This is an optimization exercise on Yosys and OpenROAD, whose aim is small area, a short achievable clock period and few clock cycles per item, not a production implementation.
Only simulation tests tie the RTL to the original design; equivalence was not proved.
No activity file was given, so power comes from the tool's default toggle rates.

==> design/flow/design.v <==
package shabc_pkg;
  localparam int WORD_W     = 32;
  localparam int HASH_WORDS = 8;
  localparam int MSG_WORDS  = 16;
  localparam int ROUNDS     = 64;
  localparam int ROUND_W    = $clog2(ROUNDS);
  localparam int MSG_IDX_W  = $clog2(MSG_WORDS);
  localparam int HASH_IDX_W = $clog2(HASH_WORDS);
  localparam logic [MSG_IDX_W-1:0]  LAST_MSG_INDEX  = MSG_IDX_W'(MSG_WORDS - 1);
  localparam logic [HASH_IDX_W-1:0] LAST_HASH_INDEX = HASH_IDX_W'(HASH_WORDS - 1);
  localparam logic [ROUND_W-1:0]    LAST_ROUND      = ROUND_W'(ROUNDS - 1);
  typedef logic [WORD_W-1:0] word_t;
  typedef enum logic {
    CMD_LOAD_HASH = 1'b0,
    CMD_MSG_WORD  = 1'b1
  } command_t;
  typedef enum logic [1:0] {
    ST_IDLE,
    ST_ROUND,
    ST_FINAL,
    ST_OUT
  } state_t;
  typedef struct packed {
    logic                 command;
    logic [3:0]           word_index;
    logic [WORD_W-1:0]    data_word;
  } in_item_t;
  typedef struct packed {
    logic [WORD_W-1:0]    digest_word;
    logic [2:0]           digest_index;
    logic                 last_word;
  } out_item_t;
  typedef struct packed {
    logic                 load;
    logic                 step;
    logic [ROUND_W-1:0]   round;
  } dp_ctrl_t;
  function automatic word_t round_k(input logic [ROUND_W-1:0] r);
    case (r)
      6'd0: round_k = 32'h428A2F98;
      6'd1: round_k = 32'h71374491;
      6'd2: round_k = 32'hB5C0FBCF;
      6'd3: round_k = 32'hE9B5DBA5;
      6'd4: round_k = 32'h3956C25B;
      6'd5: round_k = 32'h59F111F1;
      6'd6: round_k = 32'h923F82A4;
      6'd7: round_k = 32'hAB1C5ED5;
      6'd8: round_k = 32'hD807AA98;
      6'd9: round_k = 32'h12835B01;
      6'd10: round_k = 32'h243185BE;
      6'd11: round_k = 32'h550C7DC3;
      6'd12: round_k = 32'h72BE5D74;
      6'd13: round_k = 32'h80DEB1FE;
      6'd14: round_k = 32'h9BDC06A7;
      6'd15: round_k = 32'hC19BF174;
      6'd16: round_k = 32'hE49B69C1;
      6'd17: round_k = 32'hEFBE4786;
      6'd18: round_k = 32'h0FC19DC6;
      6'd19: round_k = 32'h240CA1CC;
      6'd20: round_k = 32'h2DE92C6F;
      6'd21: round_k = 32'h4A7484AA;
      6'd22: round_k = 32'h5CB0A9DC;
      6'd23: round_k = 32'h76F988DA;
      6'd24: round_k = 32'h983E5152;
      6'd25: round_k = 32'hA831C66D;
      6'd26: round_k = 32'hB00327C8;
      6'd27: round_k = 32'hBF597FC7;
      6'd28: round_k = 32'hC6E00BF3;
      6'd29: round_k = 32'hD5A79147;
      6'd30: round_k = 32'h06CA6351;
      6'd31: round_k = 32'h14292967;
      6'd32: round_k = 32'h27B70A85;
      6'd33: round_k = 32'h2E1B2138;
      6'd34: round_k = 32'h4D2C6DFC;
      6'd35: round_k = 32'h53380D13;
      6'd36: round_k = 32'h650A7354;
      6'd37: round_k = 32'h766A0ABB;
      6'd38: round_k = 32'h81C2C92E;
      6'd39: round_k = 32'h92722C85;
      6'd40: round_k = 32'hA2BFE8A1;
      6'd41: round_k = 32'hA81A664B;
      6'd42: round_k = 32'hC24B8B70;
      6'd43: round_k = 32'hC76C51A3;
      6'd44: round_k = 32'hD192E819;
      6'd45: round_k = 32'hD6990624;
      6'd46: round_k = 32'hF40E3585;
      6'd47: round_k = 32'h106AA070;
      6'd48: round_k = 32'h19A4C116;
      6'd49: round_k = 32'h1E376C08;
      6'd50: round_k = 32'h2748774C;
      6'd51: round_k = 32'h34B0BCB5;
      6'd52: round_k = 32'h391C0CB3;
      6'd53: round_k = 32'h4ED8AA4A;
      6'd54: round_k = 32'h5B9CCA4F;
      6'd55: round_k = 32'h682E6FF3;
      6'd56: round_k = 32'h748F82EE;
      6'd57: round_k = 32'h78A5636F;
      6'd58: round_k = 32'h84C87814;
      6'd59: round_k = 32'h8CC70208;
      6'd60: round_k = 32'h90BEFFFA;
      6'd61: round_k = 32'hA4506CEB;
      6'd62: round_k = 32'hBEF9A3F7;
      6'd63: round_k = 32'hC67178F2;
      default: round_k = '0;
    endcase
  endfunction
endpackage
module shabc_round (
  input  logic [7:0][31:0] v_in,
  input  logic [31:0]      hkw,
  output logic [7:0][31:0] v_out
);
  function automatic logic [31:0] rotr(input logic [31:0] x, input int n);
    rotr = (x >> n) | (x << (32 - n));
  endfunction
  function automatic logic [63:0] csa(input logic [31:0] x, input logic [31:0] y,
                                      input logic [31:0] z);
    logic [31:0] s, c;
    s   = x ^ y ^ z;
    c   = (x & y) | (x & z) | (y & z);
    csa = {c[30:0], 1'b0, s};
  endfunction
  function automatic logic [31:0] ks_add(input logic [31:0] x, input logic [31:0] y);
    logic [31:0] g, p, p0;
    g  = x & y;
    p  = x ^ y;
    p0 = p;
    for (int d = 1; d < 32; d = d * 2) begin
      for (int i = 31; i >= d; i--) begin
        g[i] = g[i] | (p[i] & g[i-d]);
        p[i] = p[i] & p[i-d];
      end
    end
    ks_add = p0 ^ {g[30:0], 1'b0};
  endfunction
  logic [31:0] a, b, c, d, e, f, g;
  logic [31:0] s0, s1, ch, maj;
  logic [63:0] y1, y2, y3, y4, y5;
  always_comb begin
    a = v_in[0]; b = v_in[1]; c = v_in[2]; d = v_in[3];
    e = v_in[4]; f = v_in[5]; g = v_in[6];
    s0  = rotr(a, 2) ^ rotr(a, 13) ^ rotr(a, 22);
    s1  = rotr(e, 6) ^ rotr(e, 11) ^ rotr(e, 25);
    ch  = (e & f) ^ (~e & g);
    maj = (a & b) ^ (a & c) ^ (b & c);
    y1 = csa(d, hkw, ch);
    y2 = csa(y1[31:0], y1[63:32], s1);
    y3 = csa(hkw, ch, maj);
    y4 = csa(y3[31:0], y3[63:32], s1);
    y5 = csa(y4[31:0], y4[63:32], s0);
    v_out = {g, f, e, ks_add(y2[31:0], y2[63:32]), c, b, a, ks_add(y5[31:0], y5[63:32])};
  end
endmodule
module sha256_block_compress (
  input  logic        clk,
  input  logic        rst,
  input  logic        start,
  output logic        busy,
  input  logic [36:0] item,
  output logic [35:0] result,
  output logic        result_strobe
);
  logic        cq_v, cq_ld, cq_go, cq_mw;
  logic [36:0] cq;
  logic [3:0]  idx;
  logic [31:0] data;
  assign idx  = cq[35:32];
  assign data = cq[31:0];
  logic [7:0][31:0]  hash;
  logic [7:0][31:0]  v, v_rnd;
  logic [15:0][31:0] msg, win;
  logic [31:0]       hkw, k_t;    
  logic              act, com, fin, ob, ooo;
  logic [3:0]        nexp;
  logic [5:0]        kcnt;        
  logic [2:0]        oidx;
  function automatic logic [31:0] rotr(input logic [31:0] x, input int n);
    rotr = (x >> n) | (x << (32 - n));
  endfunction
  logic accept, go, do_load, do_msg, run, inord;
  assign run     = act && com;
  assign accept  = cq_v && !busy;
  assign go      = accept && cq_go;
  assign do_load = accept && cq_ld;
  assign do_msg  = accept && cq_mw;
  assign inord   = !ooo && (idx == nexp);
  logic [3:0]  ridx;
  logic [31:0] w_msg, w_sched, w_next;
  assign ridx    = 4'(kcnt + 6'd1);
  assign w_msg   = msg[ridx];
  assign w_sched = (rotr(win[1], 17) ^ rotr(win[1], 19) ^ (win[1] >> 10))
                 + win[6]
                 + (rotr(win[14], 7) ^ rotr(win[14], 18) ^ (win[14] >> 3))
                 + win[15];
  assign w_next  = (kcnt < 6'd15) ? w_msg : w_sched;
  logic [31:0] hkw_run, hkw_start;
  assign hkw_run   = v[6] + k_t + win[0];
  assign hkw_start = hash[7] + shabc_pkg::round_k(6'd0) + msg[0];
  logic spec_ok, cont, begin_now;
  assign spec_ok   = !do_load && !(do_msg && !inord) && !ooo
                   && (kcnt < 6'd14) && ({2'b00, ridx} < {2'b00, nexp});
  assign cont      = com ? (kcnt != 6'd0) : spec_ok;
  assign begin_now = go || com
                   || (!fin && !do_load && !(do_msg && !inord) && !ooo && (nexp >= 4'd2));
  shabc_round u_round (
    .v_in  (v),
    .hkw   (hkw),
    .v_out (v_rnd)
  );
  logic        cq_v_d, cq_ld_d, cq_go_d, cq_mw_d, act_d, com_d, fin_d, ob_d, busy_d;
  logic [36:0] cq_d;
  logic [5:0]  kcnt_d;
  logic [2:0]  oidx_d;
  logic [3:0]  i_d;
  always_comb begin
    if (start && !busy) begin
      cq_d    = item;
      cq_ld_d = !item[36] && !item[35];
      cq_go_d = item[36] && (item[35:32] == 4'd15);
      cq_mw_d = item[36];
    end else begin
      cq_d    = cq;
      cq_ld_d = cq_ld;
      cq_go_d = cq_go;
      cq_mw_d = cq_mw;
    end
    cq_v_d = (start && !busy) || (cq_v && busy);
    i_d    = cq_d[35:32];
    fin_d  = run && (kcnt == 6'd0);
    com_d  = go || (com && !fin_d);
    act_d  = act ? cont : begin_now;
    kcnt_d = act ? (cont ? kcnt + 6'd1 : 6'd0) : (begin_now ? 6'd1 : 6'd0);
    ob_d   = fin || (ob && (oidx != 3'd7));
    oidx_d = fin ? 3'd0 : oidx + 3'd1;
    busy_d = cq_v_d && (
        (cq_ld_d && (com_d || fin_d || (ob_d && (i_d[2:0] > oidx_d))))
     || (cq_go_d && (com_d || fin_d))
     || (cq_mw_d && go && (i_d > 4'd1))
     || (cq_mw_d && com && !act && (i_d > 4'd2))
     || (cq_mw_d && run && (kcnt != 6'd0) && (kcnt < 6'd14)
         && ({2'b00, i_d} > kcnt + 6'd2)));
  end
  always_ff @(posedge clk) begin
    cq    <= cq_d;
    cq_ld <= cq_ld_d;
    cq_go <= cq_go_d;
    cq_mw <= cq_mw_d;
    kcnt  <= kcnt_d;
    oidx  <= oidx_d;
    if (rst) begin
      cq_v  <= 1'b0;
      busy  <= 1'b0;
      act   <= 1'b0;
      com   <= 1'b0;
      fin   <= 1'b0;
      ob    <= 1'b0;
      nexp  <= '0;
      ooo   <= 1'b0;
    end else begin
      cq_v  <= cq_v_d;
      busy  <= busy_d;
      act   <= act_d;
      com   <= com_d;
      fin   <= fin_d;
      ob    <= ob_d;
      if (go) begin
        nexp <= '0;
        ooo  <= 1'b0;
      end else if (do_msg) begin
        if (inord) nexp <= nexp + 4'd1;
        else       ooo  <= 1'b1;
      end
    end
  end
  logic hadd;
  assign hadd = fin || (run && (kcnt >= 6'd62 || kcnt == 6'd0));
  always_ff @(posedge clk) begin
    if (rst) begin
      hash <= '0;
    end else if (do_load) begin
      hash[idx[2:0]] <= data;
    end else if (hadd) begin
      hash[3:1] <= hash[2:0];
      hash[0]   <= hash[3] + v[0];
      hash[7:5] <= hash[6:4];
      hash[4]   <= hash[7] + v[4];
    end
  end
  always_ff @(posedge clk) begin
    if (do_msg) msg[idx] <= data;
  end
  always_ff @(posedge clk) begin
    v         <= act ? v_rnd : hash;
    hkw       <= act ? hkw_run : hkw_start;
    k_t       <= act ? shabc_pkg::round_k(kcnt + 6'd1) : shabc_pkg::round_k(6'd1);
    win[15:2] <= win[14:1];
    win[1]    <= act ? win[0] : msg[0];
    win[0]    <= act ? w_next : msg[1];
  end
  always_ff @(posedge clk) begin
    if (rst) result_strobe <= 1'b0;
    else     result_strobe <= ob;
    result <= {hash[oidx], oidx, (oidx == 3'd7)};
  end
endmodule
==> design/flow/run.sh <==
#!/bin/bash
# synth_recipe.tcl (not shown) runs the flow's synth.tcl, then flattens the netlist and writes it again
# the make line also repeats each setting of config.mk as NAME=value (left out here)
make -C /OpenROAD-flow-scripts/flow DESIGN_CONFIG=/design/flow/config.mk WORK_HOME=/design/flow/orfs CLKGATE_MAP_FILE= SYNTH_SCRIPT=/design/flow/synth_recipe.tcl finish
==> design/flow/config.mk <==
export PLATFORM = sky130hd
export DESIGN_NAME = sha256_block_compress
export DESIGN_NICKNAME = sha256_block_compress
export VERILOG_FILES = /design/flow/design.v
export SDC_FILE = /design/flow/constraint.sdc
export NUM_CORES = 4
export LEC_CHECK = 0
export CAP_MARGIN = 20
export CORE_MARGIN = 2
export CORE_UTILIZATION = 40
export SETUP_SLACK_MARGIN = 4.0
export SLEW_MARGIN = 20
==> design/flow/constraint.sdc <==
create_clock -name core_clock -period 9.0 [get_ports {clk}]
set_input_delay 1.8000 -clock core_clock [delete_from_list [all_inputs] [get_ports {clk}]]
set_output_delay 1.8000 -clock core_clock [all_outputs]
set_load 0.01 [all_outputs]
==> flow_metrics.py, run 1 <==
metrics = {
    "sta": {
        "tns_ns": 0,
        "period_share": 0.574,
        "finalMaxSlewViolations": 0,
        "setup_slack_ns": 3.83,
        "holdWs_ns": 0.307,
        "fmax_mhz": 193,
        "finClkSkew_ns": 0.0704,
        "slew-limit-headroom": 0.209,
        "finalCriticalPeriod_ns": 5.17,
        "grt_setup_unrepaired": "true",
        "hold_violations": 0,
        "setup_viol": 0,
        "worstMarginPinSlew_ns": 1.18,
    },
    "power": {
        "power_density_nw_per_um2": 208,
        "leakage_nw": 37.9,
        "irDropWorstVdd_v": 0.000187,
    },
    "worst_setup_path": {
        "cp_slowest_stage_delay_ns": 0.51,
        "worst_path_max_delay_cell": "fa_1",
        "required_ns": 9.73,
        "endpoint_kind": "flip-flop",
        "path_class": "flip-flop to flip-flop",
        "path_cells": "mux2i_4 -> fa_1 -> inv_2 -> fa_1 -> inv_1 -> fa_1 -> inv_2 -> ha_4 -> a211o_1 -> a211oi_2 -> o22ai_2 -> a221o_2 -> a211oi_4 -> buf_6 -> o31ai_4 -> a2111oi_4 -> o41ai_2 -> xor2_1 -> mux2_2",
        "crit_top_cell": "fa_1",
        "worst-path-stages": 19,
        "arrival_ns": 5.90,
        "cp_num_buf_inv": 4,
        "crit_family": "compound AO/OA/AOI/OAI gates",
        "crit_fanout": 3,
        "critPathLaunchType": "flip-flop",
        "rr_worst_depth": 19,
    },
    "clock_tree": {
        "cts_tree": "built",
        "postCtsHoldBufs": 0,
        "clk_pin_slew_ns": 0.07,
        "clk_latency_ns": 0.87,
        "clock_path_buffers": 3,
        "cts_made_buffers": 180,
        "cts_root_buffer": "clkbuf_16",
        "htree_levels": 4,
        "cts_num_sinks": 1664,
    },
    "min_path": {
        "hold-path-cell-count": 0,
        "hold_path_class": "flip-flop to flip-flop",
    },
    "global_route": {
        "grt_pass1_wl_mm": 457,
        "overflow": 0,
        "grt_max_degree": 159,
        "antenna_found_initial": 25,
        "grt_pass1_vias": 63300,
        "grt_usage": 0.289,
    },
    "job": {
        "cap_violations": 0,
    },
    "yosys": {
        "synth-simple-area-share": 0.0885,
        "synth_top_family_by_area": "compound AO/OA/AOI/OAI gates",
        "synth-async-reset-ratio": 0,
        "yosys_warnings": 2,
        "muxShareOfSynthArea": 0.115,
        "synth-xor-area-share": 0.0456,
        "ys_ff_latch": 1664,
        "syn-num-nets": 8626,
        "syn_avg_cell_area_um2": 10.5,
        "synth_edf_count": 544,
        "syn_inst": 8044,
        "yosys.area_share.adder": 0.102,
        "syn_area_um2": 84800,
        "synth_compound_area_frac": 0.147,
        "ys.flop_type": "dfxtp_1",
        "yosysSeqAreaShare": 0.457,
        "ys_types": 81,
    },
    "routing": {
        "drtIter0Drc": 8539,
        "viasPerCell": 6.02,
        "drc": 0,
        "vias": 65700,
        "antenna_left": 0,
        "wl_mm": 320,
        "routedWlPerCell_um": 29.3,
        "dr.pass1.iters": 6,
    },
    "final_layout": {
        "drive_gt1_frac": 0.154,
        "nets": 8522,
        "multiInputGateArea_um2": 43000,
        "final-seq-area_um2": 38900,
        "fillers": 19900,
        "area_delta_synth_final_pct": 12.7,
    },
    "floorplan": {
        "design.core.area_um2": 211000,
        "fp.dieH_um": 464,
        "start_util": 0.401,
        "die_w_um": 464,
        "ioPinCount": 78,
        "rows": 169,
        "dieArea_um2": 216000,
    },
    "placed_design": {
        "place_congestion": 0.988,
        "place_ws_ns": 3.18,
        "dp_hpwl_mm": 223,
        "io_buffers": 77,
    },
    "outcome": {
        "status": "timing/DRC/antenna clean",
    },
}
-- layout by cell type (no fill, tap or decap), types with 69 or more instances in the layout --
master / n
a21oi_1: 413
xor2_1: 135
clkdlybuf4s50_1: 76
inv_1: 459
nor2b_1: 69
xnor2_1: 294
edfxtp_1: 544
o21ai_0: 651
a21o_1: 122
a22o_1: 135
mux2_2: 385
a22oi_1: 172
nand3_1: 74
nor2_1: 539
fa_1: 249
clkbuf_16: 185
dfxtp_1: 1069
nor3_1: 70
ha_1: 284
mux4_2: 215
nand2_1: 814
buf_4: 162
-- logic make-up after synthesis --
logic type | Yosys count
muxes | 654
buffers and inverters | 1003
adders and majority gates | 543
and+or+nand+nor | 1770
xor gates and xnor gates | 442
DFF | 1664
AOI/OAI and AO/OA | 1968
-- area by class of cell --
class	count	area share
inverters	470	0.0185
clock buffers	244	0.0534
repair buffers	247	0.0222
well taps	2821	0.0369
clock inverters	90	0.0122
flip-flops and latches	1664	0.407
diodes	12	0.000314
multi-input cells	5377	0.450
-- worst paths after layout --
check | startpoint | endpoint | slack (ns)
worst max-delay path | v[130] | v[30] | 3.83
worst min-delay path | win[431] | win[463] | 0.31
worst max register to register | v[130] | v[30] | 3.83
worst min register to register | win[431] | win[463] | 0.31
-- synthesized netlist by cell type (46+ instances only) --
| library cell | count | area share |
|---|---|---|
| nor2_1 | 546 | 0.024 |
| nor2b_1 | 72 | 0.0053 |
| a22oi_1 | 172 | 0.015 |
| nor3_1 | 76 | 0.0045 |
| buf_1 | 53 | 0.0023 |
| a21oi_1 | 421 | 0.025 |
| mux4_2 | 215 | 0.057 |
| inv_1 | 464 | 0.021 |
| dfxtp_1 | 1120 | 0.26 |
| clkbuf_1 | 472 | 0.021 |
| nand3_1 | 81 | 0.0048 |
| mux2_2 | 387 | 0.051 |
| a21o_1 | 122 | 0.011 |
| o21ai_0 | 664 | 0.039 |
| a211oi_1 | 63 | 0.0056 |
| o211ai_1 | 46 | 0.0041 |
| xor2_1 | 137 | 0.014 |
| xnor2_1 | 305 | 0.031 |
| nand2_1 | 826 | 0.037 |
| fa_1 | 251 | 0.059 |
| a22o_1 | 135 | 0.014 |
| mux2i_1 | 52 | 0.0061 |
| edfxtp_1 | 544 | 0.19 |
| ha_1 | 291 | 0.043 |
-- worst reg2reg max path, cell delays in order (launching register included) --
cell and delay (ns):
dfxtp_4 0.35, mux2i_4 0.19, fa_1 0.51, inv_2 0.04
fa_1 0.51, inv_1 0.05, fa_1 0.51, inv_2 0.05
ha_4 0.21, a211o_1 0.29, a211oi_2 0.23, o22ai_2 0.15
a221o_2 0.42, a211oi_4 0.27, buf_6 0.16, o31ai_4 0.09
a2111oi_4 0.45, o41ai_2 0.14, xor2_1 0.15, mux2_2 0.27
-- report_power, final --
group / total, W / internal (W) / switching, W
clock network: 0.00783 / 0.00454 / 0.00330
logic: 0.00382 / 0.00133 / 0.00248
registers: 0.00828 / 0.00802 / 0.000257
-- state kept, by name, indices dropped and copies added, names as in the netlist, 6 cells and up --
| signal | cells |
|---|---|
| hash | 256 |
| result | 36 |
| k_t | 32 |
| v | 224 |
| data | 32 |
| kcnt | 6 |
| hkw | 32 |
| win | 512 |
| msg | 512 |
-- metal layers --
metal / vias to the layer above / wire length (um) / global-route usage / share of wire
met1: 32800 / 131000 / 0.393 / 0.41
li1: 28400 / - / - / -
met5: - / 116 / 0 / 0.00036
met4: 18 / 16100 / 0.132 / 0.050
met2: 3735 / 140000 / 0.438 / 0.44
met3: 751 / 32700 / 0.0656 / 0.10
-- metrics by stage --
stage | cells | power (W) | cell area, um^2 | util
floorplan | 8044 | 0.0106 | 84800 | -
detailed placement | 10600 | 0.0120 | 88600 | 0.419
global route | 10900 | 0.0206 | 95600 | 0.452
CTS | 10900 | 0.0198 | 95200 | 0.450
finish | 10900 | 0.0199 | 95600 | 0.452
global placement | 10600 | 0.0120 | 88600 | 0.419
-- what timing repair did --
item	4_1_cts	5_1_grt
setup endpoints to repair	96	49
gates cloned	0	0
pin swaps	16	15
resized for setup	80	76
buffers inserted	8	18
Testbench counts, summed over its fixed seeds: cycles 22,110, blocks 320.
==> run 2: changes to the inputs <==
--- a/design/flow/config.mk
+++ b/design/flow/config.mk
@@ -8,5 +8,7 @@
 export CAP_MARGIN = 20
 export CORE_MARGIN = 2
-export CORE_UTILIZATION = 40
+export CORE_UTILIZATION = 55
+export CTS_CLUSTER_DIAMETER = 80
+export CTS_CLUSTER_SIZE = 24
 export SETUP_SLACK_MARGIN = 4.0
 export SLEW_MARGIN = 20
==> flow_metrics.py, run 2 <==
metrics = {
    "worst_setup_path": {
        "endpoint_kind": "flip-flop",
        "crit_family": "compound AO/OA/AOI/OAI gates",
        "path_class": "flip-flop to flip-flop",
        "crit_fanout": 6,
        "cp_num_buf_inv": 1,
        "path_cells": "mux2i_2 -> fa_1 -> inv_1 -> fa_1 -> fa_1 -> ha_1 -> o21a_1 -> a211oi_2 -> o22ai_2 -> a221o_2 -> a211oi_4 -> o31ai_4 -> a2111oi_4 -> o41ai_2 -> xor2_1 -> mux2_2",
        "arrival_ns": 5.90,
        "cp_slowest_stage_delay_ns": 0.46,
        "critPathLaunchType": "flip-flop",
        "worst_path_max_delay_cell": "fa_1",
        "required_ns": 9.66,
        "crit_top_cell": "fa_1",
    },
    "final_layout": {
        "final_cell_mix": "dfxtp_1, nand2_1, o21ai_0, edfxtp_1, nor2_1",
        "multiInputGateArea_um2": 43000,
        "final_area_um2": 92000,
        "nets": 8440,
        "layout_commonest_cell": "dfxtp_1",
        "reg_top3": "msg (512), win (512), hash (256)",
        "drive_gt1_frac": 0.142,
        "utilization": 0.599,
        "area_delta_synth_final_pct": 8.50,
        "final-seq-area_um2": 38900,
        "fillers": 13000,
    },
    "clock_tree": {
        "cts_root_buffer": "clkbuf_16",
        "clk_pin_slew_ns": 0.09,
        "cts_made_buffers": 103,
        "cts_tree": "built",
        "clk_latency_ns": 0.83,
        "clock_path_buffers": 3,
        "cts_num_sinks": 1664,
        "htree_levels": 3,
    },
    "routing": {
        "drtIter0Drc": 9229,
        "wl_mm": 313,
        "drc": 0,
        "routedWlPerCell_um": 31.4,
        "vias": 65300,
        "viasPerCell": 6.54,
        "dr.pass1.iters": 6,
        "antenna_left": 0,
    },
    "sta": {
        "finalCriticalPeriod_ns": 5.24,
        "slew-limit-headroom": 0.135,
        "period_share": 0.582,
        "finalMaxSlewViolations": 0,
        "setup_viol": 0,
        "worstMarginPinSlew_ns": 1.27,
        "grt_setup_unrepaired": "true",
        "finClkSkew_ns": 0.0814,
        "hold_violations": 0,
        "tns_ns": 0,
        "fmax_mhz": 191,
    },
    "floorplan": {
        "start_util": 0.552,
        "dieArea_um2": 157000,
        "fp.dieH_um": 397,
        "die_w_um": 397,
        "design.core.area_um2": 154000,
        "rows": 144,
        "ioPinCount": 78,
    },
    "yosys": {
        "syn_inst": 8044,
        "ys_types": 81,
        "yosysSeqAreaShare": 0.457,
        "syn_area_um2": 84800,
        "yosys_warnings": 2,
        "yosys.area.top_type_share": 0.264,
        "yosysMostFrequentCell": "dfxtp_1",
        "synth-async-reset-ratio": 0,
        "yosys.area.top_type": "dfxtp_1",
        "synth_common_cells": "dfxtp_1, nand2_1, o21ai_0",
        "synth_edf_count": 544,
        "syn_avg_cell_area_um2": 10.5,
        "ys_ff_latch": 1664,
        "syn-num-nets": 8626,
        "ys.flop_type": "dfxtp_1",
        "synth_area_leaders": "dfxtp_1, edfxtp_1, fa_1",
    },
    "outcome": {
        "status": "timing/DRC/antenna clean",
    },
    "global_route": {
        "antenna_found_initial": 19,
        "grt_pass1_wl_mm": 447,
        "grt_pass1_vias": 61800,
        "grt_usage": 0.393,
        "grt_max_degree": 147,
        "overflow": 0,
    },
    "placed_design": {
        "placed_area_um2": 87500,
        "dp_hpwl_mm": 219,
        "io_buffers": 77,
        "place_congestion": 1.01,
    },
    "power": {
        "leakage_nw": 36.6,
        "irDropWorstVdd_v": 0.000184,
        "power_density_nw_per_um2": 192,
    },
    "min_path": {
        "hold_path_class": "flip-flop to flip-flop",
    },
    "job": {
        "cap_violations": 0,
    },
}
[run 2: cell counts after synthesis]
No cell type changed its count.
[run 2: final cells by class]
cell class	instances	share of cell area
Inverter	470	0.0193
Clock inverter	58	0.0102
Clock buffer	119	0.0294
Tap cell	2044	0.0278
Antenna cell	14	0.000381
Multi-Input combinational cell	5377	0.468
Timing Repair Buffer	242	0.0228
Sequential cell	1664	0.422
[run 2: metrics by stage]
| stage | cells | hold WS, ns | setup WS [ns] | total power [W] |
|---|---|---|---|---|
| after floorplan | 8044 | 0.310 | 0.409 | 0.0106 |
| after global placement | 9768 | 0.310 | 3.34 | 0.0120 |
| after detailed placement | 9768 | 0.312 | 3.24 | 0.0120 |
| after CTS | 9955 | 0.322 | 3.83 | 0.0174 |
| after global routing | 9974 | 0.320 | 3.65 | 0.0182 |
| final | 9988 | 0.305 | 3.76 | 0.0176 |
[run 2: layer usage]
metal | up-vias | part of all wire | track usage
li1 | 28200 | - | -
met1 | 32300 | 0.40 | 0.548
met2 | 4188 | 0.43 | 0.568
met3 | 732 | 0.13 | 0.113
met4 | 12 | 0.049 | 0.172
met5 | - | 0.00026 | 0
[run 2: worst paths after layout]
kind | startpoint | end | slack, ns | depth (start not counted)
setup reg to reg | v[131] | v[30] | 3.76 | 16
hold / removal | win[440] | win[472] | 0.31 | 0
setup / recovery | v[131] | v[30] | 3.76 | 16
hold reg to reg | win[440] | win[472] | 0.31 | 0
[run 2: logic make-up after synthesis]
family | share of synthesized area
AOI/OAI and AO/OA | 0.147
DFF | 0.457
adders and majority gates | 0.102
buffers and inverters | 0.0445
and+or+nand+nor | 0.0885
xor gates and xnor gates | 0.0456
muxes | 0.115
[run 2: power by group]
part / total [W] / internal [W] / switching (W)
Combinational: 0.00385 / 0.00134 / 0.00251
Clock: 0.00544 / 0.00243 / 0.00300
Sequential: 0.00835 / 0.00801 / 0.000341
Total: 0.0176 / 0.0118 / 0.00586
[run 2: repair_timing]
item | 4_1_cts | 5_1_grt
endpoints found under the setup margin | 52 | 61
hold buffers | 0 | 0
gates cloned | 0 | 0
setup buffers | 10 | 19
pin swaps | 20 | 22
gates resized for setup | 65 | 89
==> run 3: changes to the inputs <==
--- a/design/flow/design.v
+++ b/design/flow/design.v
@@ -109,4 +109,7 @@
   input  logic [7:0][31:0] v_in,
   input  logic [31:0]      hkw,
+  input  logic             rnd_en,
+  input  logic [31:0]      a_alt,
+  input  logic [31:0]      e_alt,
   output logic [7:0][31:0] v_out
 );
@@ -121,5 +124,6 @@
     csa = {c[30:0], 1'b0, s};
   endfunction
-  function automatic logic [31:0] ks_add(input logic [31:0] x, input logic [31:0] y);
+  function automatic logic [31:0] ks_add(input logic [31:0] x, input logic [31:0] y,
+                                         input logic sel, input logic [31:0] alt);
     logic [31:0] g, p, p0;
     g  = x & y;
@@ -132,5 +136,5 @@
       end
     end
-    ks_add = p0 ^ {g[30:0], 1'b0};
+    ks_add = (sel ? p0 : alt) ^ ({g[30:0], 1'b0} & {32{sel}});
   endfunction
   logic [31:0] a, b, c, d, e, f, g;
@@ -149,5 +153,6 @@
     y4 = csa(y3[31:0], y3[63:32], s1);
     y5 = csa(y4[31:0], y4[63:32], s0);
-    v_out = {g, f, e, ks_add(y2[31:0], y2[63:32]), c, b, a, ks_add(y5[31:0], y5[63:32])};
+    v_out = {g, f, e, ks_add(y2[31:0], y2[63:32], rnd_en, e_alt), c, b, a,
+             ks_add(y5[31:0], y5[63:32], rnd_en, a_alt)};
   end
 endmodule
@@ -162,4 +167,6 @@
 );
   logic        cq_v, cq_ld, cq_go, cq_mw;
+  logic [7:0]  cq_lsel;    
+  logic [15:0] cq_msel;    
   logic [36:0] cq;
   logic [3:0]  idx;
@@ -185,7 +192,6 @@
   assign do_msg  = accept && cq_mw;
   assign inord   = !ooo && (idx == nexp);
-  logic [3:0]  ridx;
+  logic [3:0]  ridx;       
   logic [31:0] w_msg, w_sched, w_next;
-  assign ridx    = 4'(kcnt + 6'd1);
   assign w_msg   = msg[ridx];
   assign w_sched = (rotr(win[1], 17) ^ rotr(win[1], 19) ^ (win[1] >> 10))
@@ -206,8 +212,13 @@
     .v_in  (v),
     .hkw   (hkw),
+    .rnd_en(act),
+    .a_alt (hash[0]),
+    .e_alt (hash[4]),
     .v_out (v_rnd)
   );
   logic        cq_v_d, cq_ld_d, cq_go_d, cq_mw_d, act_d, com_d, fin_d, ob_d, busy_d;
   logic [36:0] cq_d;
+  logic [7:0]  cq_lsel_d;
+  logic [15:0] cq_msel_d;
   logic [5:0]  kcnt_d;
   logic [2:0]  oidx_d;
@@ -215,13 +226,17 @@
   always_comb begin
     if (start && !busy) begin
-      cq_d    = item;
-      cq_ld_d = !item[36] && !item[35];
-      cq_go_d = item[36] && (item[35:32] == 4'd15);
-      cq_mw_d = item[36];
+      cq_d      = item;
+      cq_ld_d   = !item[36] && !item[35];
+      cq_go_d   = item[36] && (item[35:32] == 4'd15);
+      cq_mw_d   = item[36];
+      cq_lsel_d = (!item[36] && !item[35]) ? 8'(1) << item[34:32] : 8'd0;
+      cq_msel_d = item[36] ? 16'(1) << item[35:32] : 16'd0;
     end else begin
-      cq_d    = cq;
-      cq_ld_d = cq_ld;
-      cq_go_d = cq_go;
-      cq_mw_d = cq_mw;
+      cq_d      = cq;
+      cq_ld_d   = cq_ld;
+      cq_go_d   = cq_go;
+      cq_mw_d   = cq_mw;
+      cq_lsel_d = cq_lsel;
+      cq_msel_d = cq_msel;
     end
     cq_v_d = (start && !busy) || (cq_v && busy);
@@ -246,4 +261,7 @@
     cq_go <= cq_go_d;
     cq_mw <= cq_mw_d;
+    cq_lsel <= cq_lsel_d;
+    cq_msel <= cq_msel_d;
+    ridx  <= 4'(kcnt_d + 6'd1);
     kcnt  <= kcnt_d;
     oidx  <= oidx_d;
@@ -278,6 +296,4 @@
     if (rst) begin
       hash <= '0;
-    end else if (do_load) begin
-      hash[idx[2:0]] <= data;
     end else if (hadd) begin
       hash[3:1] <= hash[2:0];
@@ -285,11 +301,16 @@
       hash[7:5] <= hash[6:4];
       hash[4]   <= hash[7] + v[4];
+    end else begin
+      for (int i = 0; i < 8; i++)
+        if (accept && cq_lsel[i]) hash[i] <= data;
     end
   end
   always_ff @(posedge clk) begin
-    if (do_msg) msg[idx] <= data;
+    for (int j = 0; j < 16; j++)
+      if (accept && cq_msel[j]) msg[j] <= data;
   end
   always_ff @(posedge clk) begin
-    v         <= act ? v_rnd : hash;
+    for (int i = 0; i < 8; i++)
+      v[i] <= (act || i == 0 || i == 4) ? v_rnd[i] : hash[i];
     hkw       <= act ? hkw_run : hkw_start;
     k_t       <= act ? shabc_pkg::round_k(kcnt + 6'd1) : shabc_pkg::round_k(6'd1);
==> flow_metrics.py, run 3 <==
metrics = {
    "sta": {
        "period_share": 0.541,
        "finClkSkew_ns": 0.0719,
        "tns_ns": 0,
        "fmax_mhz": 205,
        "setup_viol": 0,
        "finalCriticalPeriod_ns": 4.87,
        "hold_violations": 0,
        "worstMarginPinSlew_ns": 1.27,
        "grt_setup_unrepaired": "true",
        "slew-limit-headroom": 0.145,
        "finalMaxSlewViolations": 0,
    },
    "global_route": {
        "antenna_found_initial": 10,
        "overflow": 0,
        "grt_pass1_wl_mm": 357,
        "grt_pass1_vias": 51100,
        "grt_max_degree": 146,
        "grt_usage": 0.335,
    },
    "final_layout": {
        "area_delta_synth_final_pct": 8.17,
        "utilization": 0.600,
        "layout_commonest_cell": "dfxtp_1",
        "nets": 7191,
        "drive_gt1_frac": 0.136,
        "reg_top3": "msg (512), win (512), hash (256)",
        "final_cell_mix": "dfxtp_1, edfxtp_1, nand2_1, inv_1, a21oi_1",
        "antenna_cells": 0,
    },
    "clock_tree": {
        "cts_num_sinks": 1692,
        "cts_made_buffers": 98,
        "clk_pin_slew_ns": 0.10,
        "postCtsHoldBufs": 0,
        "clock_path_buffers": 3,
        "htree_levels": 3,
        "clk_latency_ns": 0.79,
        "cts_root_buffer": "clkbuf_16",
        "cts_tree": "built",
    },
    "yosys": {
        "yosysMostFrequentCell": "dfxtp_1",
        "yosysSeqAreaShare": 0.503,
        "ys.flop_type": "dfxtp_1",
        "yosys.area.top_type": "dfxtp_1",
        "synth_area_leaders": "dfxtp_1, edfxtp_1, mux4_2",
        "syn_inst": 6723,
        "syn_area_um2": 78700,
        "yosys.area.top_type_share": 0.286,
        "synth-async-reset-ratio": 0,
        "ys_ff_latch": 1692,
        "synth_edf_count": 568,
        "ys_types": 92,
        "yosys_warnings": 2,
        "synth_common_cells": "dfxtp_1, edfxtp_1, nand2_1",
        "syn_avg_cell_area_um2": 11.7,
        "syn-num-nets": 7298,
    },
    "routing": {
        "met3RoutedLength_mm": 23.0,
        "drc": 0,
        "antenna_left": 0,
        "top_layer": "met5",
        "met1Wirelength_mm": 106,
        "vias": 53400,
        "dr.pass1.iters": 8,
        "wl_mm": 245,
        "wl_met2_mm": 107,
        "viasPerCell": 6.22,
        "routedWlPerCell_um": 28.6,
        "drtIter0Drc": 6342,
    },
    "worst_setup_path": {
        "cp_num_buf_inv": 1,
        "required_ns": 9.69,
        "crit_fanout": 6,
        "crit_family": "compound AO/OA/AOI/OAI gates",
        "cp_slowest_stage_delay_ns": 0.57,
        "path_cells": "mux2i_1 -> inv_1 -> fa_1 -> fa_1 -> ha_1 -> a211oi_1 -> o21ai_0 -> nand3_1 -> a31oi_2 -> a211oi_1 -> nor3_2 -> a311oi_1 -> xnor2_1 -> mux2_2",
        "endpoint_kind": "flip-flop",
        "worst_path_max_delay_cell": "dfxtp_1",
        "path_class": "flip-flop to flip-flop",
        "critPathLaunchType": "flip-flop",
        "arrival_ns": 5.56,
    },
    "floorplan": {
        "rows": 138,
        "die_w_um": 382,
        "start_util": 0.555,
        "ioPinCount": 78,
        "fp.dieH_um": 382,
        "dieArea_um2": 146000,
        "design.core.area_um2": 142000,
    },
    "placed_design": {
        "io_buffers": 77,
        "place_congestion": 0.987,
        "dp_hpwl_mm": 177,
    },
    "power": {
        "power_density_nw_per_um2": 198,
        "leakage_nw": 33.4,
        "irDropWorstVdd_v": 0.000217,
    },
    "job": {
        "cap_violations": 0,
    },
    "outcome": {
        "status": "timing/DRC/antenna clean",
    },
    "min_path": {
        "hold_path_class": "flip-flop to flip-flop",
    },
}
-- run 3: cell types whose count changed in the layout (fill, tap and decap cells not counted), moves of 48 or more --
cell     delta
mux2_2    -118
a22o_1    -131
nor2_1    -211
o21ai_0   -465
nand2_1   -349
a21oi_1    +48
-- run 3: kinds of logic after synthesis --
logic type / after synthesis / synth area share
flops: 1692 / 0.503
compound gates: 1433 / 0.118
simple gates: 1201 / 0.0689
buf+inv: 876 / 0.0426
mux: 543 / 0.109
fa+ha+maj: 536 / 0.109
xor+xnor: 442 / 0.0492
-- run 3: worst paths after layout --
kind / start / end / slack, ns / cells after the start
hold reg to reg: win[106] / win[138] / 0.33 / 0
setup / recovery: v[129] / v[158] / 4.13 / 14
setup reg to reg: v[129] / v[158] / 4.13 / 14
hold / removal: win[106] / win[138] / 0.33 / 0
-- run 3: power breakdown --
group          switching, W  internal, W
sequential         0.000290      0.00815
combinational       0.00199      0.00132
clock               0.00284      0.00226
-- run 3: metrics by stage --
| stage | cell area [um^2] | hold WS (ns) | std cells | power [W] | setup slack, ns |
|---|---|---|---|---|---|
| after CTS | 84900 | 0.312 | 8572 | 0.0168 | 3.98 |
| final | 85100 | 0.330 | 8578 | 0.0169 | 4.13 |
| after global routing | 85100 | 0.322 | 8578 | 0.0175 | 3.89 |
| after floorplan | 78700 | 0.310 | 6723 | 0.0107 | 4.38 |
| after global placement | 81400 | 0.310 | 8398 | 0.0117 | 3.36 |
| after detailed placement | 81400 | 0.312 | 8398 | 0.0118 | 3.39 |
-- run 3: final cells by class --
cell class,count,area [um^2]
fill,11600,56600
tap,1890,2360
clock buffer,119,2560
sequential,1692,39600
timing repair buffer,201,1780
clock inverter,53,813
multi-input combinational,4155,36200
inverter,468,1760
-- run 3: routing by layer --
metal	GRT usage	vias to the layer above
met5	0	-
met4	0.116	6
met3	0.0683	371
met2	0.497	2442
met1	0.488	26800
li1	-	23800
-- run 3: what timing repair did --
item	CTS	global route
gates cloned	0	0
resized for setup	27	38
pin swaps	6	9
buffers inserted	2	2
setup endpoints to repair	17	97
Testbench counts of run 3, summed over its fixed seeds: cycles 22,110, blocks 320.
==> run 4: changes to the inputs <==
--- a/design/flow/config.mk
+++ b/design/flow/config.mk
@@ -11,4 +11,4 @@
 export CTS_CLUSTER_DIAMETER = 80
 export CTS_CLUSTER_SIZE = 24
-export SETUP_SLACK_MARGIN = 4.0
+export SETUP_SLACK_MARGIN = 4.6
 export SLEW_MARGIN = 20
==> flow_metrics.py, run 4 <==
metrics = {
    "yosys": {
        "yosys.area.top_type": "dfxtp_1",
        "synth_common_cells": "dfxtp_1, edfxtp_1, nand2_1",
        "ys_ff_latch": 1692,
        "yosysMostFrequentCell": "dfxtp_1",
        "yosysSeqAreaShare": 0.503,
        "synth_edf_count": 568,
        "syn_area_um2": 78700,
        "yosys_warnings": 2,
        "ys.flop_type": "dfxtp_1",
        "syn_inst": 6723,
        "synth-async-reset-ratio": 0,
        "ys_types": 92,
        "synth_area_leaders": "dfxtp_1, edfxtp_1, mux4_2",
        "syn_avg_cell_area_um2": 11.7,
        "yosys.area.top_type_share": 0.286,
        "syn-num-nets": 7298,
    },
    "floorplan": {
        "fp.dieH_um": 382,
        "rows": 138,
        "die_w_um": 382,
        "start_util": 0.555,
        "ioPinCount": 78,
        "design.core.area_um2": 142000,
        "dieArea_um2": 146000,
    },
    "global_route": {
        "grt_pass1_vias": 51600,
        "grt_pass1_wl_mm": 362,
        "grt_max_degree": 168,
        "antenna_found_initial": 9,
        "grt_usage": 0.341,
        "overflow": 0,
    },
    "worst_setup_path": {
        "arrival_ns": 5.23,
        "cp_num_buf_inv": 4,
        "cp_slowest_stage_delay_ns": 0.52,
        "path_class": "flip-flop to flip-flop",
        "worst_path_max_delay_cell": "fa_1",
        "critPathLaunchType": "flip-flop",
        "endpoint_kind": "flip-flop",
        "path_cells": "buf_12 -> xnor2_1 -> xnor2_1 -> fa_1 -> inv_1 -> fa_1 -> inv_1 -> ha_1 -> a211oi_4 -> o21ai_2 -> nor4bb_4 -> o221a_2 -> o41ai_4 -> o211ai_1 -> buf_4 -> a41oi_4 -> mux2i_4 -> nand3_2",
        "crit_fanout": 5,
        "crit_family": "adder cells",
        "required_ns": 9.66,
    },
    "power": {
        "leakage_nw": 33.9,
        "power_density_nw_per_um2": 198,
        "irDropWorstVdd_v": 0.000219,
    },
    "routing": {
        "viasPerCell": 6.22,
        "routedWlPerCell_um": 29.0,
        "wl_mm": 250,
        "drc": 0,
        "vias": 53800,
        "drtIter0Drc": 6170,
        "antenna_left": 0,
        "dr.pass1.iters": 6,
    },
    "sta": {
        "finClkSkew_ns": 0.0854,
        "slew-limit-headroom": 0.181,
        "period_share": 0.508,
        "setup_slack_ns": 4.43,
        "holdWs_ns": 0.279,
        "fmax_mhz": 219,
        "setup_viol": 0,
        "grt_setup_unrepaired": "true",
        "finalCriticalPeriod_ns": 4.57,
        "hold_violations": 0,
        "worstMarginPinSlew_ns": 1.22,
        "finalMaxSlewViolations": 0,
        "tns_ns": 0,
    },
    "final_layout": {
        "fillers": 11500,
        "final_area_um2": 86600,
        "nets": 7257,
        "layout_commonest_cell": "dfxtp_1",
        "reg_top3": "msg (512), win (512), hash (256)",
        "drive_gt1_frac": 0.171,
        "final_cell_mix": "dfxtp_1, edfxtp_1, nand2_1, inv_1, a21oi_1",
        "area_delta_synth_final_pct": 10.1,
    },
    "clock_tree": {
        "clock_path_buffers": 3,
        "clk_latency_ns": 0.80,
        "cts_root_buffer": "clkbuf_16",
        "htree_levels": 3,
        "postCtsHoldBufs": 0,
        "cts_num_sinks": 1692,
        "cts_made_buffers": 97,
        "cts_tree": "built",
        "clk_pin_slew_ns": 0.09,
    },
    "outcome": {
        "status": "timing/DRC/antenna clean",
    },
    "placed_design": {
        "placed_area_um2": 81400,
        "io_buffers": 77,
        "place_congestion": 1.01,
        "dp_hpwl_mm": 178,
        "place_ws_ns": 3.44,
    },
    "min_path": {
        "hold_path_class": "flip-flop to flip-flop",
    },
    "job": {
        "cap_violations": 0,
    },
}
-- run 4: cell counts after synthesis --
No cell type changed its count.
-- run 4: worst reg2reg max path, cell delays in order (launching register included) --
cell and delay (ns):
dfxtp_4 0.38, buf_12 0.13, xnor2_1 0.12, xnor2_1 0.16, fa_1 0.52, inv_1 0.05
fa_1 0.48, inv_1 0.04, ha_1 0.37, a211oi_4 0.30, o21ai_2 0.10, nor4bb_4 0.18
o221a_2 0.27, o41ai_4 0.28, o211ai_1 0.15, buf_4 0.17, a41oi_4 0.22, mux2i_4 0.39
nand3_2 0.10
-- run 4: through the flow --
step                      utilization  std cells  power (W)
after floorplan                     -       6723     0.0107
after global placement          0.574       8400     0.0118
after detailed placement        0.574       8400     0.0118
after CTS                       0.605       8616     0.0170
after global routing            0.611       8640     0.0178
final                           0.611       8647     0.0172
-- run 4: repair_timing --
action                                 4_1_cts  5_1_grt
gates resized for setup                    202      135
pin swaps                                   30       31
buffers inserted                            46       24
cloned                                       3        0
setup endpoints to repair                  156      161
endpoints found under the hold margin        0        0
-- run 4: layer usage --
| layer | global-route usage | wire [um] |
|---|---|---|
| met1 | 0.495 | 107000 |
| met5 | 0 | 13 |
| met3 | 0.0785 | 25100 |
| met2 | 0.507 | 110000 |
| met4 | 0.108 | 8960 |
-- run 4: logic make-up (layout without fill, tap and decap cells) --
family | count (synthesis) | count (layout) | share of synthesized area
muxes | 543 | 543 | 0.109
and+or+nand+nor | 1201 | 1204 | 0.0689
AOI/OAI and AO/OA | 1433 | 1433 | 0.118
xor gates and xnor gates | 442 | 442 | 0.0492
adders and majority gates | 536 | 536 | 0.109
other | 0 | 7 | 0
DFF | 1692 | 1692 | 0.503
buffers and inverters | 876 | 900 | 0.0426
-- run 4: final timing paths --
check                           startpoint  endpoint  slack (ns)  cells past startpoint
worst max-delay path               win[52]   win[31]        4.43                     18
worst min-delay path               win[69]  win[101]        0.28                      0
worst max register to register     win[52]   win[31]        4.43                     18
worst min register to register     win[69]  win[101]        0.28                      0
-- run 4: layout make-up --
cell class,instances,area [um^2],area share
clock inverter,48,761,0.00878
sequential,1692,39800,0.459
clock buffer,119,2540,0.0293
inverter,468,1760,0.0203
multi-input combinational,4158,37100,0.428
antenna,7,17.5,0.000202
tap,1890,2360,0.0273
timing repair buffer,265,2290,0.0264
-- run 4: report_power, final --
group | internal [W] | switching (W)
Clock | 0.00224 | 0.00281
Combinational | 0.00154 | 0.00216
Sequential | 0.00815 | 0.000290
Total | 0.0119 | 0.00526
==> run 5: changes to the inputs <==
--- a/design/flow/design.v
+++ b/design/flow/design.v
@@ -200,7 +200,9 @@
                  + win[15];
   assign w_next  = (kcnt < 6'd15) ? w_msg : w_sched;
-  logic [31:0] hkw_run, hkw_start;
-  assign hkw_run   = v[6] + k_t + win[0];
-  assign hkw_start = hash[7] + shabc_pkg::round_k(6'd0) + msg[0];
+  logic [31:0] hkw_next, hkw_h, hkw_k, hkw_w;
+  assign hkw_h    = act ? v[6]   : hash[7];
+  assign hkw_k    = act ? k_t    : shabc_pkg::round_k(6'd0);
+  assign hkw_w    = act ? win[0] : msg[0];
+  assign hkw_next = hkw_h + hkw_k + hkw_w;
   logic spec_ok, cont, begin_now;
   assign spec_ok   = !do_load && !(do_msg && !inord) && !ooo
@@ -313,9 +315,9 @@
     for (int i = 0; i < 8; i++)
       v[i] <= (act || i == 0 || i == 4) ? v_rnd[i] : hash[i];
-    hkw       <= act ? hkw_run : hkw_start;
+    hkw       <= hkw_next;
     k_t       <= act ? shabc_pkg::round_k(kcnt + 6'd1) : shabc_pkg::round_k(6'd1);
     win[15:2] <= win[14:1];
     win[1]    <= act ? win[0] : msg[0];
-    win[0]    <= act ? w_next : msg[1];
+    win[0]    <= w_next;    
   end
   always_ff @(posedge clk) begin
--- a/design/flow/config.mk
+++ b/design/flow/config.mk
@@ -11,4 +11,4 @@
 export CTS_CLUSTER_DIAMETER = 80
 export CTS_CLUSTER_SIZE = 24
-export SETUP_SLACK_MARGIN = 4.6
+export SETUP_SLACK_MARGIN = 4.0
 export SLEW_MARGIN = 20
==> flow_metrics.py, run 5 <==
metrics = {
    "yosys": {
        "yosysSeqAreaShare": 0.518,
        "yosysMostFrequentCell": "dfxtp_1",
        "ys_ff_latch": 1692,
        "yosys.area.top_type": "dfxtp_1",
        "syn_inst": 6331,
        "syn_area_um2": 76300,
        "syn_avg_cell_area_um2": 12.1,
        "synth-async-reset-ratio": 0,
        "yosys.area.top_type_share": 0.295,
        "ys_types": 77,
        "syn-num-nets": 6844,
        "synth_edf_count": 568,
        "synth_area_leaders": "dfxtp_1, edfxtp_1, mux4_2",
        "ys.flop_type": "dfxtp_1",
        "yosys_warnings": 2,
        "synth_common_cells": "dfxtp_1, edfxtp_1, nand2_1",
    },
    "final_layout": {
        "drive_gt1_frac": 0.150,
        "final_cell_mix": "dfxtp_1, edfxtp_1, nand2_1, inv_1, a21oi_1",
        "nets": 6736,
        "layout_commonest_cell": "dfxtp_1",
        "fillers": 11100,
        "area_delta_synth_final_pct": 8.16,
        "utilization": 0.600,
        "reg_top3": "msg (512), win (512), hash (256)",
    },
    "routing": {
        "drc": 0,
        "wl_mm": 233,
        "drtIter0Drc": 5929,
        "vias": 50400,
        "routedWlPerCell_um": 28.8,
        "viasPerCell": 6.24,
        "antenna_left": 0,
        "dr.pass1.iters": 5,
    },
    "global_route": {
        "grt_pass1_wl_mm": 336,
        "grt_pass1_vias": 48100,
        "grt_usage": 0.327,
        "antenna_found_initial": 8,
        "overflow": 0,
        "grt_max_degree": 120,
    },
    "worst_setup_path": {
        "cp_slowest_stage_delay_ns": 0.72,
        "worst_path_max_delay_cell": "dfxtp_1",
        "required_ns": 9.65,
        "endpoint_kind": "flip-flop",
        "crit_fanout": 6,
        "path_class": "flip-flop to flip-flop",
        "critPathLaunchType": "flip-flop",
        "cp_num_buf_inv": 1,
        "crit_family": "compound AO/OA/AOI/OAI gates",
        "path_cells": "xor2_1 -> xnor2_2 -> fa_1 -> fa_1 -> inv_1 -> ha_1 -> a21o_1 -> a21o_1 -> a221o_1 -> o41ai_4 -> o22ai_2 -> o41a_1 -> xnor2_1 -> mux2_2",
        "arrival_ns": 5.71,
    },
    "clock_tree": {
        "clk_latency_ns": 0.76,
        "clock_path_buffers": 3,
        "clk_pin_slew_ns": 0.10,
        "cts_root_buffer": "clkbuf_16",
        "cts_tree": "built",
        "cts_num_sinks": 1692,
        "htree_levels": 3,
        "cts_made_buffers": 92,
    },
    "power": {
        "clockPowerShare": 0.292,
        "power.switching_w": 0.00506,
        "seq_power_share": 0.505,
        "p_int_w": 0.0116,
        "leakage_nw": 31.8,
        "swShare": 0.303,
        "irDropWorstVdd_v": 0.000332,
        "power_density_nw_per_um2": 202,
        "power_w": 0.0167,
        "combPwrFrac": 0.204,
    },
    "placed_design": {
        "place_congestion": 0.948,
        "place_ws_ns": 3.17,
        "io_buffers": 77,
        "dp_hpwl_mm": 163,
    },
    "sta": {
        "holdWs_ns": 0.322,
        "period_share": 0.563,
        "fmax_mhz": 197,
        "worstMarginPinSlew_ns": 1.19,
        "slew-limit-headroom": 0.209,
        "tns_ns": 0,
        "finalMaxSlewViolations": 0,
        "finClkSkew_ns": 0.0401,
        "setup_slack_ns": 3.93,
        "finalCriticalPeriod_ns": 5.07,
        "hold_violations": 0,
        "grt_setup_unrepaired": "true",
        "setup_viol": 0,
    },
    "floorplan": {
        "die_w_um": 376,
        "start_util": 0.554,
        "dieArea_um2": 142000,
        "ioPinCount": 78,
        "design.core.area_um2": 138000,
        "fp.dieH_um": 376,
        "rows": 136,
    },
    "min_path": {
        "hold_path_class": "flip-flop to flip-flop",
    },
    "job": {
        "cap_violations": 0,
    },
    "outcome": {
        "status": "timing/DRC/antenna clean",
    },
}
-- run 5: cell types whose count changed in the layout (fill, tap and decap cells not counted), sizes merged, moves of 25 or more --
| cell | change |
|---|---|
| mux2i | +25 |
| nand2 | -50 |
| nor2 | -46 |
| a21oi | -58 |
| o21ai | -37 |
| ha | -61 |
| inv | -58 |
| buf | -74 |
-- run 5: kinds of logic after synthesis --
kind of cell,share of synthesized area
simple gates,0.0628
flops,0.518
xor+xnor,0.0494
fa+ha+maj,0.102
mux,0.118
buf+inv,0.0397
compound gates,0.109
-- run 5: power by group through the flow --
| stage | combinational, W | sequential, W | clock, W |
|---|---|---|---|
| CTS | 0.00329 | 0.00843 | 0.00495 |
| finish | 0.00340 | 0.00843 | 0.00487 |
| detailed placement | 0.00323 | 0.00860 | 0 |
| global route | 0.00367 | 0.00846 | 0.00522 |
| global placement | 0.00321 | 0.00859 | 0 |
| floorplan | 0.00220 | 0.00845 | 0 |
-- run 5: final timing paths --
check        startpoint        to  slack [ns]  cells past startpoint
max              v[155]     v[31]        3.93                     14
min             win[69]  win[101]        0.32                      0
max reg2reg      v[155]     v[31]        3.93                     14
min reg2reg     win[69]  win[101]        0.32                      0
-- run 5: per-layer routing --
metal / GRT usage / wire length, um / up-vias
li1: - / - / 22300
met1: 0.489 / 103000 / 25600
met2: 0.495 / 103000 / 2202
met3: 0.0500 / 19300 / 314
met4: 0.0893 / 7200 / 0
met5: 0 / 0 / -
-- run 5: final cells by class --
cell class	instances	area, um^2	share of cell area
clock inverters	44	656	0.00794
diodes	2	5.00	0.0000606
well taps	1794	2240	0.0272
repair buffers	191	1730	0.0210
inverters	411	1550	0.0187
flip-flops and latches	1692	39700	0.481
multi-input cells	3835	34300	0.415
clock buffers	112	2430	0.0294
-- run 5: what timing repair did --
item / CTS / global route
setup buffers: 1 / 8
gates cloned: 0 / 1
hold buffers: 0 / 0
setup endpoints to repair: 42 / 142
gates resized for setup: 43 / 85
pin swaps: 0 / 9
-- run 5: metrics by stage --
step / cell area (um^2) / std cells
after global routing: 82500 / 8079
after floorplan: 76300 / 6331
after detailed placement: 78900 / 7913
after CTS: 82200 / 8070
final: 82500 / 8081
after global placement: 78900 / 7913
Testbench counts of run 5, summed over its fixed seeds: cycles 22,110, blocks 320.
==> run 6: changes to the inputs <==
--- a/design/flow/config.mk
+++ b/design/flow/config.mk
@@ -11,4 +11,4 @@
 export CTS_CLUSTER_DIAMETER = 80
 export CTS_CLUSTER_SIZE = 24
-export SETUP_SLACK_MARGIN = 4.0
+export SETUP_SLACK_MARGIN = 4.6
 export SLEW_MARGIN = 20
==> flow_metrics.py, run 6 <==
metrics = {
    "worst_setup_path": {
        "endpoint_kind": "flip-flop",
        "required_ns": 9.66,
        "path_class": "flip-flop to flip-flop",
        "worst_path_max_delay_cell": "xnor2_1",
        "arrival_ns": 5.37,
        "path_cells": "xor2_1 -> xnor2_1 -> fa_1 -> fa_1 -> inv_1 -> ha_1 -> and4_1 -> a221o_1 -> o41ai_4 -> o22ai_2 -> o41a_1 -> xnor2_1 -> mux2_2",
        "cp_slowest_stage_delay_ns": 0.67,
        "critPathLaunchType": "flip-flop",
        "crit_fanout": 6,
    },
    "yosys": {
        "syn_inst": 6331,
        "ys_types": 77,
        "syn_area_um2": 76300,
        "ys.flop_type": "dfxtp_1",
        "yosys.area.top_type_share": 0.295,
        "ys_ff_latch": 1692,
        "syn_avg_cell_area_um2": 12.1,
        "yosys.area.top_type": "dfxtp_1",
        "yosysSeqAreaShare": 0.518,
        "synth_common_cells": "dfxtp_1, edfxtp_1, nand2_1",
        "syn-num-nets": 6844,
        "yosysMostFrequentCell": "dfxtp_1",
        "synth_area_leaders": "dfxtp_1, edfxtp_1, mux4_2",
        "synth_edf_count": 568,
        "yosys_warnings": 2,
        "synth-async-reset-ratio": 0,
    },
    "sta": {
        "holdWs_ns": 0.324,
        "finalCriticalPeriod_ns": 4.71,
        "setup_viol": 0,
        "hold_violations": 0,
        "slew-limit-headroom": 0.242,
        "period_share": 0.524,
        "tns_ns": 0,
        "finClkSkew_ns": 0.0688,
        "finalMaxSlewViolations": 0,
        "setup_slack_ns": 4.29,
        "worstMarginPinSlew_ns": 1.14,
        "grt_setup_unrepaired": "true",
        "fmax_mhz": 212,
    },
    "floorplan": {
        "dieArea_um2": 142000,
        "ioPinCount": 78,
        "design.core.area_um2": 138000,
        "rows": 136,
        "fp.dieH_um": 376,
        "die_w_um": 376,
        "start_util": 0.554,
    },
    "clock_tree": {
        "clk_latency_ns": 0.79,
        "clk_pin_slew_ns": 0.10,
        "clock_path_buffers": 3,
        "cts_made_buffers": 94,
        "cts_root_buffer": "clkbuf_16",
        "cts_num_sinks": 1692,
        "cts_tree": "built",
        "htree_levels": 3,
        "postCtsHoldBufs": 0,
    },
    "routing": {
        "vias": 50800,
        "viasPerCell": 6.22,
        "wl_mm": 236,
        "routedWlPerCell_um": 28.9,
        "drtIter0Drc": 5765,
        "drc": 0,
        "dr.pass1.iters": 6,
        "antenna_left": 0,
    },
    "global_route": {
        "overflow": 0,
        "antenna_found_initial": 15,
        "grt_usage": 0.331,
        "grt_max_degree": 130,
        "grt_pass1_wl_mm": 341,
        "grt_pass1_vias": 49000,
    },
    "placed_design": {
        "io_buffers": 77,
        "place_congestion": 0.973,
        "place_ws_ns": 3.43,
        "placed_area_um2": 79000,
        "dp_hpwl_mm": 163,
    },
    "final_layout": {
        "drive_gt1_frac": 0.191,
        "layout_commonest_cell": "dfxtp_1",
        "nets": 6816,
        "utilization": 0.615,
        "final_cell_mix": "dfxtp_1, edfxtp_1, nand2_1, inv_1, a21oi_1",
        "final_area_um2": 84600,
        "reg_top3": "msg (512), win (512), hash (256)",
        "area_delta_synth_final_pct": 10.9,
    },
    "min_path": {
        "hold_path_class": "flip-flop to flip-flop",
    },
    "power": {
        "leakage_nw": 32.6,
        "irDropWorstVdd_v": 0.000193,
        "power_density_nw_per_um2": 202,
    },
    "outcome": {
        "status": "timing/DRC/antenna clean",
    },
    "job": {
        "cap_violations": 0,
    },
}
run 6: path summary, 6_finish.rpt:
path                  from  endpoint  slack (ns)  depth (start not counted)
setup / recovery    v[130]     v[31]        4.29                         13
hold / removal    win[120]  win[152]        0.32                          0
setup reg to reg    v[130]     v[31]        4.29                         13
hold reg to reg   win[120]  win[152]        0.32                          0
run 6: routing by layer:
| metal | part of all wire | routed length [um] | track usage |
|---|---|---|---|
| met5 | 0.00024 | 57 | 0 |
| met4 | 0.030 | 7190 | 0.0935 |
| met3 | 0.088 | 20700 | 0.0548 |
| met2 | 0.44 | 104000 | 0.495 |
| met1 | 0.44 | 105000 | 0.499 |
run 6: worst max-delay path: cells and delay by family, from the launching register on:
| family | cells | cell delay [ns] |
|---|---|---|
| and+or+nand+nor | 1 | 0.17 |
| muxes | 1 | 0.27 |
| xor gates and xnor gates | 3 | 0.99 |
| AOI/OAI and AO/OA | 4 | 1.34 |
| DFF | 1 | 0.41 |
| buffers and inverters | 1 | 0.04 |
| adders and majority gates | 3 | 1.37 |
run 6: where the power goes:
| part | total, W | switching [W] | internal (W) |
|---|---|---|---|
| clock network | 0.00490 | 0.00276 | 0.00214 |
| logic | 0.00372 | 0.00220 | 0.00151 |
| registers | 0.00844 | 0.000296 | 0.00815 |
| total | 0.0171 | 0.00526 | 0.0118 |
run 6: stage by stage:
stage	total power, W	std cells
after detailed placement	0.0118	7915
after floorplan	0.0107	6331
after global placement	0.0118	7915
after global routing	0.0177	8163
after CTS	0.0169	8125
final	0.0171	8167
run 6: cell type report:
| cell class | instances | area, um^2 |
|---|---|---|
| clock buffer | 118 | 2460 |
| timing repair buffer | 267 | 2460 |
| antenna | 6 | 15.0 |
| inverter | 411 | 1550 |
| sequential | 1692 | 39900 |
| fill | 11100 | 53100 |
| tap | 1794 | 2240 |
| clock inverter | 42 | 677 |
| multi-input combinational | 3837 | 35300 |
run 6: what timing repair did:
| action | 4_1_cts | 5_1_grt |
|---|---|---|
| endpoints found under the setup margin | 271 | 245 |
| resized for setup | 290 | 155 |
| gates cloned | 2 | 6 |
| hold endpoints to repair | 0 | 0 |
| setup buffers | 48 | 30 |
| pin swaps | 33 | 51 |
run 6: cell families (layout without fill, tap and decap cells):
kind of cell / count (synthesis) / after routing / synth area share
buf+inv: 805 / 838 / 0.0397
mux: 583 / 583 / 0.118
flops: 1692 / 1692 / 0.518
fa+ha+maj: 474 / 474 / 0.102
other cells: 0 / 6 / 0
compound gates: 1281 / 1281 / 0.109
simple gates: 1067 / 1068 / 0.0628
xor+xnor: 429 / 431 / 0.0494
==> run 7: changes to the inputs <==
--- a/design/flow/design.v
+++ b/design/flow/design.v
@@ -195,8 +195,10 @@
   logic [31:0] w_msg, w_sched, w_next;
   assign w_msg   = msg[ridx];
+  logic [31:0] pre_s, pre_c, pre_s_d, pre_maj, s0_pre;
+  assign s0_pre  = rotr(win[13], 7) ^ rotr(win[13], 18) ^ (win[13] >> 3);
+  assign pre_s_d = win[5] ^ s0_pre ^ win[14];
+  assign pre_maj = (win[5] & s0_pre) | (win[5] & win[14]) | (s0_pre & win[14]);
   assign w_sched = (rotr(win[1], 17) ^ rotr(win[1], 19) ^ (win[1] >> 10))
-                 + win[6]
-                 + (rotr(win[14], 7) ^ rotr(win[14], 18) ^ (win[14] >> 3))
-                 + win[15];
+                 + pre_s + pre_c;
   assign w_next  = (kcnt < 6'd15) ? w_msg : w_sched;
   logic [31:0] hkw_next, hkw_h, hkw_k, hkw_w;
@@ -318,4 +320,6 @@
     k_t       <= act ? shabc_pkg::round_k(kcnt + 6'd1) : shabc_pkg::round_k(6'd1);
     win[15:2] <= win[14:1];
+    pre_s     <= pre_s_d;
+    pre_c     <= {pre_maj[30:0], 1'b0};
     win[1]    <= act ? win[0] : msg[0];
     win[0]    <= w_next;    
==> flow_metrics.py, run 7 <==
metrics = {
    "outcome": {
        "status": "timing/DRC/antenna clean",
    },
    "routing": {
        "wl_mm": 250,
        "drtIter0Drc": 6067,
        "antenna_left": 0,
        "viasPerCell": 6.14,
        "dr.pass1.iters": 6,
        "drc": 0,
        "vias": 52400,
    },
    "worst_setup_path": {
        "path_class": "flip-flop to flip-flop",
        "arrival_ns": 5.21,
        "rr_worst_depth": 18,
        "crit_fanout": 4,
        "worst_path_max_delay_cell": "or4_4",
        "path_cells": "a21o_1 -> o21ai_2 -> fa_1 -> inv_1 -> fa_1 -> inv_1 -> fa_1 -> inv_1 -> ha_1 -> nand2_1 -> or4_4 -> nand4_1 -> o211ai_1 -> buf_4 -> a21boi_4 -> a31oi_1 -> xnor2_1 -> mux2_2",
        "critPathLaunchType": "flip-flop",
    },
    "global_route": {
        "grt_usage": 0.340,
        "grt_pass1_wl_mm": 359,
        "overflow": 0,
        "grt_max_degree": 95,
    },
    "sta": {
        "finalMaxSlewViolations": 0,
        "grt_setup_unrepaired": "true",
        "slew-limit-headroom": 0.189,
        "finalCriticalPeriod_ns": 4.59,
        "fmax_mhz": 218,
        "period_share": 0.510,
        "hold_violations": 0,
        "tns_ns": 0,
    },
    "yosys": {
        "synth-async-reset-ratio": 0,
        "ys_ff_latch": 1723,
        "syn_area_um2": 78000,
        "yosysMostFrequentCell": "dfxtp_1",
        "yosys.area.top_type_share": 0.296,
        "synth_common_cells": "dfxtp_1, inv_1, edfxtp_1",
        "synth_edf_count": 568,
        "synth_area_leaders": "dfxtp_1, edfxtp_1, mux4_2",
        "yosysSeqAreaShare": 0.515,
        "yosys.area.top_type": "dfxtp_1",
        "ys.flop_type": "dfxtp_1",
    },
    "power": {
        "swShare": 0.307,
        "power_density_nw_per_um2": 199,
        "power.switching_w": 0.00528,
        "clockPowerShare": 0.293,
        "seq_power_share": 0.499,
        "leakage_nw": 34.0,
        "p_int_w": 0.0119,
        "combPwrFrac": 0.208,
    },
    "final_layout": {
        "area_delta_synth_final_pct": 10.5,
        "layout_commonest_cell": "dfxtp_1",
        "utilization": 0.611,
        "reg_top3": "msg (512), win (480), hash (256)",
        "regMostFlops": "msg",
        "final_cell_mix": "dfxtp_1, inv_1, edfxtp_1, nand2_1, a21oi_1",
        "largest_reg_flops": 512,
        "nets": 7081,
    },
    "clock_tree": {
        "cts_num_sinks": 1723,
        "cts_root_buffer": "clkbuf_16",
        "clock_path_buffers": 3,
        "htree_levels": 3,
        "clk_pin_slew_ns": 0.09,
        "cts_tree": "built",
    },
    "placed_design": {
        "io_buffers": 77,
        "dp.cells": 8258,
        "place_congestion": 0.989,
    },
    "floorplan": {
        "fp.dieH_um": 381,
        "design.core.area_um2": 141000,
        "start_util": 0.553,
        "dieArea_um2": 145000,
        "rows": 138,
    },
    "min_path": {
        "hold-path-cell-count": 0,
        "hold_path_class": "flip-flop to flip-flop",
    },
    "job": {
        "cap_violations": 0,
    },
}
## run 7: changes by cell type after synthesis, moves of 15 or more
cell	delta
buf_2	+60
buf_1	-39
clkbuf_1	-24
nand2_1	+19
nor2_1	-33
inv_1	+184
o21ai_0	+28
buf_4	+15
xnor2_1	-15
dfxtp_1	+31
## run 7: cell families (layout without fill, tap and decap cells)
logic type,after synthesis,after routing,synth area share
flops,1723,1723,0.515
fa+ha+maj,474,474,0.0999
xor+xnor,418,419,0.0471
buf+inv,1000,1056,0.0499
simple gates,1067,1068,0.0625
mux,577,577,0.115
other cells,0,3,0
compound gates,1318,1318,0.111
## run 7: what timing repair did
item / CTS / global route
hold buffers: 0 / 0
endpoints found under the setup margin: 259 / 186
cloned: 2 / 5
gates resized for setup: 229 / 132
buffers inserted: 44 / 49
pin swaps: 21 / 38
## run 7: path summary, 6_finish.rpt
path	start	to	slack, ns
max	v[44]	v[29]	4.41
min	win[297]	win[329]	0.32
max reg2reg	v[44]	v[29]	4.41
min reg2reg	win[297]	win[329]	0.32
## run 7: critical path, delay by kind of cell (launching register included)
kind,cells,cell delay (ns)
muxes,1,0.26
adders and majority gates,4,1.84
buffers and inverters,4,0.35
DFF,1,0.38
and+or+nand+nor,3,0.78
xor gates and xnor gates,1,0.14
AOI/OAI and AO/OA,5,0.66
## run 7: per-stage QoR
stage | hold slack [ns] | total power [W] | worst slack [ns] | area (um^2)
final | 0.321 | 0.0172 | 4.41 | 86200
after global routing | 0.333 | 0.0178 | 4.26 | 86200
after CTS | 0.329 | 0.0170 | 4.44 | 85100
after detailed placement | 0.312 | 0.0119 | 3.70 | 80600
after global placement | 0.310 | 0.0119 | 3.75 | 80600
after floorplan | 0.310 | 0.0107 | 4.62 | 78000
## run 7: power by group through the flow
stage                     Clock (W)  Sequential, W  Combinational [W]
after floorplan                   0        0.00862            0.00213
after global placement            0        0.00876            0.00315
after detailed placement          0        0.00877            0.00316
after CTS                   0.00511        0.00858            0.00334
after global routing        0.00537        0.00861            0.00386
final                       0.00503        0.00858            0.00358
## run 7: layout make-up
cell class	instances	area [um^2]	share of cell area
flip-flops and latches	1723	40400	0.469
multi-input cells	3856	35200	0.408
repair buffers	296	2730	0.0317
clock buffers	120	2540	0.0295
well taps	1890	2360	0.0274
inverters	594	2240	0.0260
clock inverters	46	703	0.00816
diodes	3	7.51	0.0000871
## run 7: routing by layer
metal,wire [um],global-route usage
met2,106000,0.494
met3,25900,0.0691
met5,13,0
met1,108000,0.512
met4,8890,0.103
Testbench counts of run 7, summed over its fixed seeds: cycles 22,110, blocks 320.

Setup slack of run 7, layout unchanged: 4.412 ns with ideal ports, 4.412 ns with driving cells assumed (clock clkbuf_16, inputs buf_2), 4.412 ns with port delays also shifted by the 0.843 ns mid clock arrival.
